What follows belongs to an exercise in optimizing a design on an open flow for small area, a short achievable clock period and few clock cycles; a production flow would make more cautious choices. In this exercise RTL edits were held to simulation tests only and were not proved equivalent to the original.

==> flow/design.v <==
package vec_pkg;
  typedef enum logic [2:0] {
    OP_VLE,
    OP_VSE,
    OP_VLSE,
    OP_VSSE,
    OP_NONE
  } mem_op_e;
  typedef enum logic [1:0] {
    EW8,
    EW16,
    EW32,
    EW64
  } vew_e;
  typedef struct packed {
    logic [3-1:0]   id;
    mem_op_e            op;
    logic [32-1:0] base;
    logic [32-1:0] stride;
    logic [16-1:0]   vl;
    vew_e               vew;
  } vmem_req_t;
  typedef struct packed {
    logic [32-1:0] addr;
    logic [16-1:0]   len;
    logic [32-1:0] stride;
    vew_e               vew;
    logic               is_load;
    logic               is_burst;   
  } addrgen_job_t;
endpackage
package axi_ax_pkg;
  typedef enum logic [1:0] {
    BURST_FIXED = 2'b00,
    BURST_INCR  = 2'b01,
    BURST_WRAP  = 2'b10
  } ax_burst_e;
  localparam logic [3:0] ax_cache_modifiable = 4'b0010;
  typedef struct packed {
    logic [32-1:0]             addr;
    logic [$clog2(256)-1:0]  len;
    logic [2:0]                     size;
    ax_burst_e                      burst;
    logic [3:0]                     cache;
  } ax_req_t;
  typedef struct packed {
    logic [32-1:0]             addr;
    logic [$clog2(256)-1:0]  len;
    logic [2:0]                     size;
    logic                           is_load;
  } ls_cmd_t;
endpackage
module burst_planner (
  input  logic [32-1:0]            addr_i,
  input  logic [16-1:0]              len_i,
  input  vec_pkg::vew_e                          vew_i,
  output logic [32-1:0]            start_o,
  output logic [32-1:0]            end_o,
  output logic [$clog2(256):0]   beats_o,
  output logic [16-1:0]              elems_o
);
  localparam int unsigned bus_bytes = 64 / 8;
  localparam int unsigned beat_w    = $clog2(256) + 1;
  localparam logic [32:0] burst_span = 256 * bus_bytes - 1;
  logic [32:0]   len_bytes;
  logic [32:0]   last_byte;
  logic [32:0]   beat_end;
  logic [32:0]   burst_end;
  logic [32:0]   page_end;
  logic [32:0]   min_end;
  logic [32-1:0] span;
  logic [32-1:0] covered_bytes;
  logic [32-1:0] covered_elems;
  always_comb begin
    start_o = {addr_i[32-1:3], {3{1'b0}}};
    len_bytes = {{(32 + 1 - 16){1'b0}}, len_i} << vew_i;
    last_byte = {1'b0, addr_i} + len_bytes - 1'b1;
    beat_end  = {last_byte[32:3], {3{1'b1}}};
    burst_end = {1'b0, start_o} + burst_span;
    page_end  = {1'b0, start_o[32-1:12], {12{1'b1}}};
    min_end = beat_end;
    if (burst_end < min_end) begin
      min_end = burst_end;
    end
    if (page_end < min_end) begin
      min_end = page_end;
    end
    end_o = min_end[32-1:0];
    span    = end_o - start_o;
    beats_o = span[3 +: beat_w] + beat_w'(1);
    covered_bytes = end_o - addr_i + 1'b1;
    covered_elems = covered_bytes >> vew_i;
    elems_o       = covered_elems[16-1:0];
  end
endmodule
module addrgen_req_fe (
  input  logic         clk_i,
  input  logic         rst_ni,
  input  vec_pkg::vmem_req_t    req_i,
  input  logic         req_valid_i,
  output logic         req_ready_o,
  output vec_pkg::addrgen_job_t job_o,
  output logic         job_valid_o,
  input  logic         job_done_i,
  output logic         ack_o,
  output logic         error_o
);
  typedef enum logic [1:0] {
    FE_IDLE,
    FE_CHECK,
    FE_BUSY
  } fe_state_e;
  fe_state_e  state_d, state_q;
  vec_pkg::vmem_req_t  req_q;
  logic       is_mem_op;
  logic       misaligned;
  logic [3:0] ew_mask;
  assign is_mem_op  = (req_q.op == vec_pkg::OP_VLE) || (req_q.op == vec_pkg::OP_VSE) || (req_q.op == vec_pkg::OP_VLSE) ||
                      (req_q.op == vec_pkg::OP_VSSE);
  assign ew_mask    = (4'd1 << req_q.vew) - 4'd1;
  assign misaligned = |(req_q.base[3:0] & ew_mask);
  assign job_o.addr     = req_q.base;
  assign job_o.len      = req_q.vl;
  assign job_o.stride   = req_q.stride;
  assign job_o.vew      = req_q.vew;
  assign job_o.is_load  = (req_q.op == vec_pkg::OP_VLE) || (req_q.op == vec_pkg::OP_VLSE);
  assign job_o.is_burst = (req_q.op == vec_pkg::OP_VLE) || (req_q.op == vec_pkg::OP_VSE);
  always_comb begin
    state_d     = state_q;
    req_ready_o = 1'b0;
    job_valid_o = 1'b0;
    ack_o       = 1'b0;
    error_o     = 1'b0;
    case (state_q)
      FE_IDLE: begin
        req_ready_o = 1'b1;
        if (req_valid_i) begin
          state_d = FE_CHECK;
        end
      end
      FE_CHECK: begin
        if (!is_mem_op) begin
          ack_o   = 1'b1;
          state_d = FE_IDLE;
        end else if (misaligned) begin
          ack_o   = 1'b1;
          error_o = 1'b1;
          state_d = FE_IDLE;
        end else if (req_q.vl == '0) begin
          ack_o   = 1'b1;
          state_d = FE_IDLE;
        end else begin
          job_valid_o = 1'b1;
          state_d     = FE_BUSY;
        end
      end
      FE_BUSY: begin
        job_valid_o = 1'b1;
        if (job_done_i) begin
          ack_o   = 1'b1;
          state_d = FE_IDLE;
        end
      end
      default: state_d = FE_IDLE;
    endcase
  end
  always_ff @(posedge clk_i or negedge rst_ni) begin
    if (!rst_ni) begin
      state_q <= FE_IDLE;
    end else begin
      state_q <= state_d;
    end
  end
  always_ff @(posedge clk_i) begin
    if (req_valid_i && req_ready_o) begin
      req_q <= req_i;
    end
  end
endmodule
module axi_req_gen (
  input  logic         clk_i,
  input  logic         rst_ni,
  input  vec_pkg::addrgen_job_t job_i,
  input  logic         job_valid_i,
  output logic         job_done_o,
  output axi_ax_pkg::ax_req_t      ar_o,
  output logic         ar_valid_o,
  input  logic         ar_ready_i,
  output axi_ax_pkg::ax_req_t      aw_o,
  output logic         aw_valid_o,
  input  logic         aw_ready_i,
  output logic         push_o,
  output axi_ax_pkg::ls_cmd_t      push_cmd_o,
  input  logic         full_i,
  input  logic         head_is_load_i,
  input  logic         empty_i
);
  localparam int unsigned len_w = $clog2(256);
  typedef enum logic [1:0] {
    GEN_IDLE,
    GEN_LOAD,
    GEN_REQ,
    GEN_NEXT
  } gen_state_e;
  gen_state_e           state_d, state_q;
  vec_pkg::addrgen_job_t         job_d, job_q;
  logic [32-1:0]   plan_start;
  logic [32-1:0]   plan_end;
  logic [len_w:0]       plan_beats;
  logic [16-1:0]     plan_elems;
  logic [len_w:0]       beats_m1;
  axi_ax_pkg::ax_req_t              ax_req;
  logic                 ax_hs;
  logic                 admit_new;
  logic                 admit_cur;
  burst_planner u_planner (
    .addr_i (job_q.addr),
    .len_i  (job_q.len),
    .vew_i  (job_q.vew),
    .start_o(plan_start),
    .end_o  (plan_end),
    .beats_o(plan_beats),
    .elems_o(plan_elems)
  );
  assign admit_new = !full_i && (empty_i || (head_is_load_i == job_i.is_load));
  assign admit_cur = !full_i && (empty_i || (head_is_load_i == job_q.is_load));
  assign beats_m1 = plan_beats - 1'b1;
  always_comb begin
    ax_req.burst = axi_ax_pkg::BURST_INCR;
    ax_req.cache = axi_ax_pkg::ax_cache_modifiable;
    if (job_q.is_burst) begin
      ax_req.addr = plan_start;
      ax_req.len  = beats_m1[len_w-1:0];
      ax_req.size = 3'(3);
    end else begin
      ax_req.addr = job_q.addr;
      ax_req.len  = '0;
      ax_req.size = {1'b0, job_q.vew};
    end
  end
  assign ar_o       = ax_req;
  assign aw_o       = ax_req;
  assign ar_valid_o = (state_q == GEN_REQ) && job_q.is_load;
  assign aw_valid_o = (state_q == GEN_REQ) && !job_q.is_load;
  assign ax_hs      = (ar_valid_o && ar_ready_i) || (aw_valid_o && aw_ready_i);
  assign push_o     = ax_hs;
  assign push_cmd_o.addr    = ax_req.addr;
  assign push_cmd_o.len     = ax_req.len;
  assign push_cmd_o.size    = ax_req.size;
  assign push_cmd_o.is_load = job_q.is_load;
  always_comb begin
    state_d    = state_q;
    job_d      = job_q;
    job_done_o = 1'b0;
    case (state_q)
      GEN_IDLE: begin
        if (job_valid_i) begin
          job_d   = job_i;
          state_d = admit_new ? GEN_REQ : GEN_LOAD;
        end
      end
      GEN_LOAD: begin
        if (admit_cur) begin
          state_d = GEN_REQ;
        end
      end
      GEN_REQ: begin
        if (ax_hs) begin
          if (job_q.is_burst) begin
            job_d.addr = plan_end + 1'b1;
            job_d.len  = (job_q.len > plan_elems) ? (job_q.len - plan_elems) : '0;
          end else begin
            job_d.addr = job_q.addr + job_q.stride;
            job_d.len  = job_q.len - 1'b1;
          end
          state_d = GEN_NEXT;
        end
      end
      GEN_NEXT: begin
        if (job_q.len == '0) begin
          job_done_o = 1'b1;
          state_d    = GEN_IDLE;
        end else begin
          state_d = admit_cur ? GEN_REQ : GEN_LOAD;
        end
      end
      default: state_d = GEN_IDLE;
    endcase
  end
  always_ff @(posedge clk_i or negedge rst_ni) begin
    if (!rst_ni) begin
      state_q <= GEN_IDLE;
      job_q   <= '0;
    end else begin
      state_q <= state_d;
      job_q   <= job_d;
    end
  end
endmodule
module cmd_queue #(
  parameter int unsigned depth = 4
) (
  input  logic    clk_i,
  input  logic    rst_ni,
  input  logic    push_i,
  input  axi_ax_pkg::ls_cmd_t cmd_i,
  output logic    full_o,
  output logic    empty_o,
  output axi_ax_pkg::ls_cmd_t cmd_o,
  input  logic    pop_i
);
  localparam int unsigned ptr_w = (depth > 1) ? $clog2(depth) : 1;
  localparam logic [ptr_w-1:0] last_idx  = ptr_w'(depth - 1);
  localparam logic [ptr_w:0]   depth_cnt = (ptr_w + 1)'(depth);
  localparam int unsigned cmd_w = 32 + $clog2(256) + 3 + 1;
  logic [cmd_w-1:0] mem_q [depth];
  logic [ptr_w-1:0] wr_ptr_q, rd_ptr_q;
  logic [ptr_w:0]   count_q;
  logic             do_push, do_pop;
  assign full_o  = (count_q == depth_cnt);
  assign empty_o = (count_q == '0);
  assign cmd_o   = mem_q[rd_ptr_q];
  assign do_push = push_i && !full_o;
  assign do_pop  = pop_i && !empty_o;
  always_ff @(posedge clk_i or negedge rst_ni) begin
    if (!rst_ni) begin
      wr_ptr_q <= '0;
      rd_ptr_q <= '0;
      count_q  <= '0;
    end else begin
      if (do_push) begin
        wr_ptr_q <= (wr_ptr_q == last_idx) ? '0 : wr_ptr_q + 1'b1;
      end
      if (do_pop) begin
        rd_ptr_q <= (rd_ptr_q == last_idx) ? '0 : rd_ptr_q + 1'b1;
      end
      if (do_push && !do_pop) begin
        count_q <= count_q + 1'b1;
      end else if (do_pop && !do_push) begin
        count_q <= count_q - 1'b1;
      end
    end
  end
  always_ff @(posedge clk_i) begin
    if (do_push) begin
      mem_q[wr_ptr_q] <= cmd_i;
    end
  end
endmodule
module addrgen_top (
  input  logic                           clk_i,
  input  logic                           rst_ni,
  input  logic [3-1:0]               req_id_i,
  input  logic [2:0]                     req_op_i,
  input  logic [32-1:0]             req_base_i,
  input  logic [32-1:0]             req_stride_i,
  input  logic [16-1:0]               req_vl_i,
  input  logic [1:0]                     req_vew_i,
  input  logic                           req_valid_i,
  output logic                           req_ready_o,
  output logic                           ack_o,
  output logic                           error_o,
  output logic [32-1:0]             ar_addr_o,
  output logic [$clog2(256)-1:0]  ar_len_o,
  output logic [2:0]                     ar_size_o,
  output logic [1:0]                     ar_burst_o,
  output logic [3:0]                     ar_cache_o,
  output logic                           ar_valid_o,
  input  logic                           ar_ready_i,
  output logic [32-1:0]             aw_addr_o,
  output logic [$clog2(256)-1:0]  aw_len_o,
  output logic [2:0]                     aw_size_o,
  output logic [1:0]                     aw_burst_o,
  output logic [3:0]                     aw_cache_o,
  output logic                           aw_valid_o,
  input  logic                           aw_ready_i,
  output logic [32-1:0]             cmd_addr_o,
  output logic [$clog2(256)-1:0]  cmd_len_o,
  output logic [2:0]                     cmd_size_o,
  output logic                           cmd_is_load_o,
  output logic                           cmd_valid_o,
  input  logic                           cmd_ready_i
);
  vec_pkg::vmem_req_t    req;
  axi_ax_pkg::ax_req_t      ar;
  axi_ax_pkg::ax_req_t      aw;
  axi_ax_pkg::ls_cmd_t      cmd;
  vec_pkg::addrgen_job_t job;
  logic         job_valid;
  logic         job_done;
  logic         push;
  axi_ax_pkg::ls_cmd_t      push_cmd;
  logic         queue_full;
  logic         queue_empty;
  assign req = {req_id_i, req_op_i, req_base_i, req_stride_i, req_vl_i, req_vew_i};
  assign ar_addr_o  = ar.addr;
  assign ar_len_o   = ar.len;
  assign ar_size_o  = ar.size;
  assign ar_burst_o = ar.burst;
  assign ar_cache_o = ar.cache;
  assign aw_addr_o  = aw.addr;
  assign aw_len_o   = aw.len;
  assign aw_size_o  = aw.size;
  assign aw_burst_o = aw.burst;
  assign aw_cache_o = aw.cache;
  assign cmd_addr_o    = cmd.addr;
  assign cmd_len_o     = cmd.len;
  assign cmd_size_o    = cmd.size;
  assign cmd_is_load_o = cmd.is_load;
  addrgen_req_fe u_fe (
    .clk_i      (clk_i),
    .rst_ni     (rst_ni),
    .req_i      (req),
    .req_valid_i(req_valid_i),
    .req_ready_o(req_ready_o),
    .job_o      (job),
    .job_valid_o(job_valid),
    .job_done_i (job_done),
    .ack_o      (ack_o),
    .error_o    (error_o)
  );
  axi_req_gen u_gen (
    .clk_i         (clk_i),
    .rst_ni        (rst_ni),
    .job_i         (job),
    .job_valid_i   (job_valid),
    .job_done_o    (job_done),
    .ar_o          (ar),
    .ar_valid_o    (ar_valid_o),
    .ar_ready_i    (ar_ready_i),
    .aw_o          (aw),
    .aw_valid_o    (aw_valid_o),
    .aw_ready_i    (aw_ready_i),
    .push_o        (push),
    .push_cmd_o    (push_cmd),
    .full_i        (queue_full),
    .head_is_load_i(cmd.is_load),
    .empty_i       (queue_empty)
  );
  assign cmd_valid_o = !queue_empty;
  cmd_queue #(
    .depth(4)
  ) u_queue (
    .clk_i  (clk_i),
    .rst_ni (rst_ni),
    .push_i (push),
    .cmd_i  (push_cmd),
    .full_o (queue_full),
    .empty_o(queue_empty),
    .cmd_o  (cmd),
    .pop_i  (cmd_valid_o && cmd_ready_i)
  );
endmodule
==> flow/run.sh <==
#!/bin/bash
# synth_recipe.tcl (not shown) runs the flow's synth.tcl, then flattens the netlist and writes it again
# the make line also repeats each setting of config.mk as NAME=value (left out here)
make -C /OpenROAD-flow-scripts/flow DESIGN_CONFIG=/design/flow/config.mk WORK_HOME=/design/flow/orfs CLKGATE_MAP_FILE= SYNTH_SCRIPT=/design/flow/synth_recipe.tcl finish
==> flow/config.mk <==
export PLATFORM = sky130hd
export DESIGN_NAME = addrgen_top
export DESIGN_NICKNAME = addrgen_top
export VERILOG_FILES = /design/flow/design.v
export SDC_FILE = /design/flow/constraint.sdc
export NUM_CORES = 4
export LEC_CHECK = 0
export CAP_MARGIN = 20
export CORE_MARGIN = 2
export CORE_UTILIZATION = 40
export SLEW_MARGIN = 20
==> flow/constraint.sdc <==
create_clock -name core_clock -period 14.0 [get_ports {clk_i}]
set_input_delay 2.8000 -clock core_clock [delete_from_list [all_inputs] [get_ports {clk_i}]]
set_output_delay 2.8000 -clock core_clock [all_outputs]
set_load 0.01 [all_outputs]
==> metrics.cfg <==
[floorplanning]
die_w_um = 251
pin_count = 242
die_height_um = 251
coreArea_um2 = 60200
num_rows = 90
die-area_um2 = 62800
start_util_pct = 40.4

[placement]
place_congestion = 0.944
placed_area_um2 = 27400
port_buffers = 223
hpwl_um = 54000

[route]
dr.pass1.iters = 6
viasPerCell = 5.65
wl_per_cell_um = 21.2
drt_iter0_drc = 1318
ant_nets = 0
wl_um = 71100
drcViolationCount = 0
vias = 18918

[grt]
grt_start_max_net_pins = 86
antenna_found_initial = 0
grt_pass1_wl_um = 108000
overflow = 0
grt.total_usage_pct = 22.1
grt_pass1_vias = 18644

[synth]
avgSynthCellArea_um2 = 10.5
synth_top_area_share_pct = 31.7
ys_types = 100
synth.yosys.seq_area_share_pct = 41.5
synth-seq-cells = 352
synthFlopType = edfxtp_1
yosys_warnings = 4
synth_top_area_cell = edfxtp_1
async_reset_ff_share_pct = 27.0
syn_area_um2 = 24300
ys_top_cells_by_area = edfxtp_1 (32%), ha_1 (10%), dfrtp_1 (9.8%)
syn_inst = 2318
synth-edff-count = 257

[clock_tree]
cts.sinks = 352
numCtsBuffers = 39
cts_tree = done
htreeDepth = 2
path_clk_slew_ns = 0.07
cts_max_path_buffers = 3
root_buffer = clkbuf_16
clock_latency_ns = 0.57
ctsHoldBuffers = 0

[run]
cap_violations = 0

[setup_path]
critPathMaxStageDelay_ns = 0.54
critical_path.slowest_cell = clkdlybuf4s50_1
cp.arrival_ns = 10.73
critPathLaunchType = register
cp.required_ns = 11.20
end_kind = output pin
cp_max_fo = 8
r2r_setup_slack_ns = 0.72
path_class = reg -> out

[timing]
min_period_over_period_pct = 96.6
worst_pin_slew_ns = 1.01
clock-skew-final_ns = 0.0312
min_period_ns = 13.53
max_freq_ghz = 0.0739
setup_violations = 0
hold_viol = 0
slew_headroom_pct = 33.0
slew_violations = 0

[layout]
finalInstanceArea_um2 = 29000
antenna_cells = 0
nets = 2838
drive_gt1_share_pct = 14.5
synthToLayoutAreaGrowth_pct = 19.2

[run_status]
status = finished clean

[worst_hold_path]
min_path_type = reg -> reg

-- metal layers --
layer	up-vias	global-route usage [%]	wire, um	share of wire, %
li1	8929	-	-	-
met3	84	2.34	3870	5.4
met1	9328	32.2	33900	48
met5	-	0	0	0
met4	0	5.34	1530	2.2
met2	577	35.5	31800	45
-- cell usage after synthesis (all sizes together), types with 16 or more instances --
cell and number:
dfrtp 95, clkbuf 69, or2 18, nor3 58, or3 16, and2 20, buf 119, mux2i 35
nand3 38, and3 17, nor2 122, edfxtp 257, a21oi 133, o211ai 17, a31oi 21, mux4 46
nor2b 19, xor2 62, o21ai 151, nand2b 20, inv 160, nand2 152, ha 196, nand4 25
mux2 47, a21o 45, xnor2 92, o221ai 18, a211oi 29, nor4 20
-- final timing paths --
kind,depth (start not counted),end,from
min in group asynchronous,1,u_gen.job_q[54],rst_ni
hold / removal,1,u_gen.job_q[17],u_fe.req_q[31]
setup reg to reg,61,u_gen.job_q[42],u_gen.job_q[2]
max in group asynchronous,2,u_queue.rd_ptr_q[1],rst_ni
hold reg to reg,1,u_gen.job_q[17],u_fe.req_q[31]
setup / recovery,46,ar_len_o[6],u_gen.job_q[2]
-- through the flow --
| stage | worst slack (ns) | cells | util [%] | setup TNS [ns] | hold WS [ns] |
|---|---|---|---|---|---|
| 2_1_floorplan | 1.19 | 2331 | - | 0 | 0.454 |
| 3_3_place_gp | 0.413 | 3264 | 45.4 | 0 | 0.459 |
| 3_5_place_dp | 0.281 | 3264 | 45.4 | 0 | 0.463 |
| 4_1_cts | 0.0251 | 3334 | 47.6 | 0 | 0.470 |
| 5_1_grt | -0.0283 | 3350 | 48.1 | -0.0657 | 0.484 |
| 6_report | 0.472 | 3350 | 48.1 | 0 | 0.466 |
-- registers in the layout, indices dropped and copies added (netlist names) --
name and cells:
u_gen.state_q 2, u_queue.rd_ptr_q 2, u_queue.wr_ptr_q 2, u_fe.req_q 85
u_queue.mem_q 172, u_fe.state_q 2, u_gen.job_q 84, u_queue.count_q 3
-- cell families after synthesis --
| logic type | Yosys count | share of synthesized area (%) |
|---|---|---|
| simple gates | 564 | 11.7 |
| compound gates | 561 | 15.4 |
| flops | 352 | 41.5 |
| buf+inv | 350 | 7.02 |
| fa+ha+maj | 207 | 10.9 |
| xor+xnor | 154 | 5.54 |
| mux | 128 | 7.87 |
| other cells | 2 | 0.0309 |
-- final cells by class --
| type | instances | area (um^2) |
|---|---|---|
| clock buffers | 50 | 1090 |
| clock inverters | 20 | 218 |
| inverters | 162 | 612 |
| flip-flops and latches | 352 | 10100 |
| well taps | 782 | 978 |
| multi-input cells | 1629 | 12700 |
| fillers | 5517 | 31300 |
| repair buffers | 354 | 3290 |
| repair inverters | 1 | 5.00 |
-- cells in the final DEF (no fill, tap or decap), types with 17 or more instances in the layout --
cell             instances
a211oi_1                23
a21o_1                  45
a21oi_1                128
a31oi_1                 21
and3_1                  17
buf_4                  127
clkbuf_16               42
clkdlybuf4s50_1        222
dfrtp_1                 90
edfxtp_1               257
ha_1                   193
inv_1                  159
mux2_2                  47
mux2i_1                 34
mux4_2                  46
nand2_1                149
nand2b_1                20
nand3_1                 37
nand4_1                 24
nor2_1                 119
nor2b_1                 19
nor3_1                  58
nor4_1                  18
o211ai_1                17
o21ai_0                141
o221ai_1                17
xnor2_1                 92
xor2_1                  62
-- timing repair --
action	in CTS	in global routing
resized for setup	3	41
pin swaps	0	4
gates cloned	0	2
endpoints found under the setup margin	12	32
setup buffers	0	13
-- worst max-delay path: cells and delay by family, from the launching register on --
kind                       cells  cell delay, ns
AOI/OAI and AO/OA             19            4.14
xor gates and xnor gates       2            0.54
adders and majority gates      6            1.82
buffers and inverters          8            1.46
DFF                            1            0.49
muxes                          2            0.63
and+or+nand+nor                9            1.05
Testbench counts, summed over its fixed seeds: cycles 247,454.

## re-timing with driven ports
How much do the figures lean on ideal ports? The routed layout below was timed once more, with nothing changed but the port constraints.
Step 1 (the two cells are an assumption about what drives the block):
set clk [get_ports {clk_i}]
set_driving_cell -lib_cell sky130_fd_sc_hd__clkbuf_16 $clk
set_driving_cell -lib_cell sky130_fd_sc_hd__buf_2 [delete_from_list [all_inputs] $clk]
Step 2, shift: input delay + t, output delay - t, t = (earliest + latest rising clock arrival at the registers) / 2. This alone moves slack from input paths to output paths.
Slacks: ideal / step 1 / step 2; pairs: ideal / step 1.
t (ns): 0.613
slack for setup (ns): 0.472 / 0.416 / 0.722
clock arrival spread, ns: 0.031 / 0.031
worst data-port slew with drivers (ns): 0.06
After both steps this run still meets setup and hold. For this run, drivers alone change the setup slack by -0.056 ns; drivers and shift together by +0.250 ns.
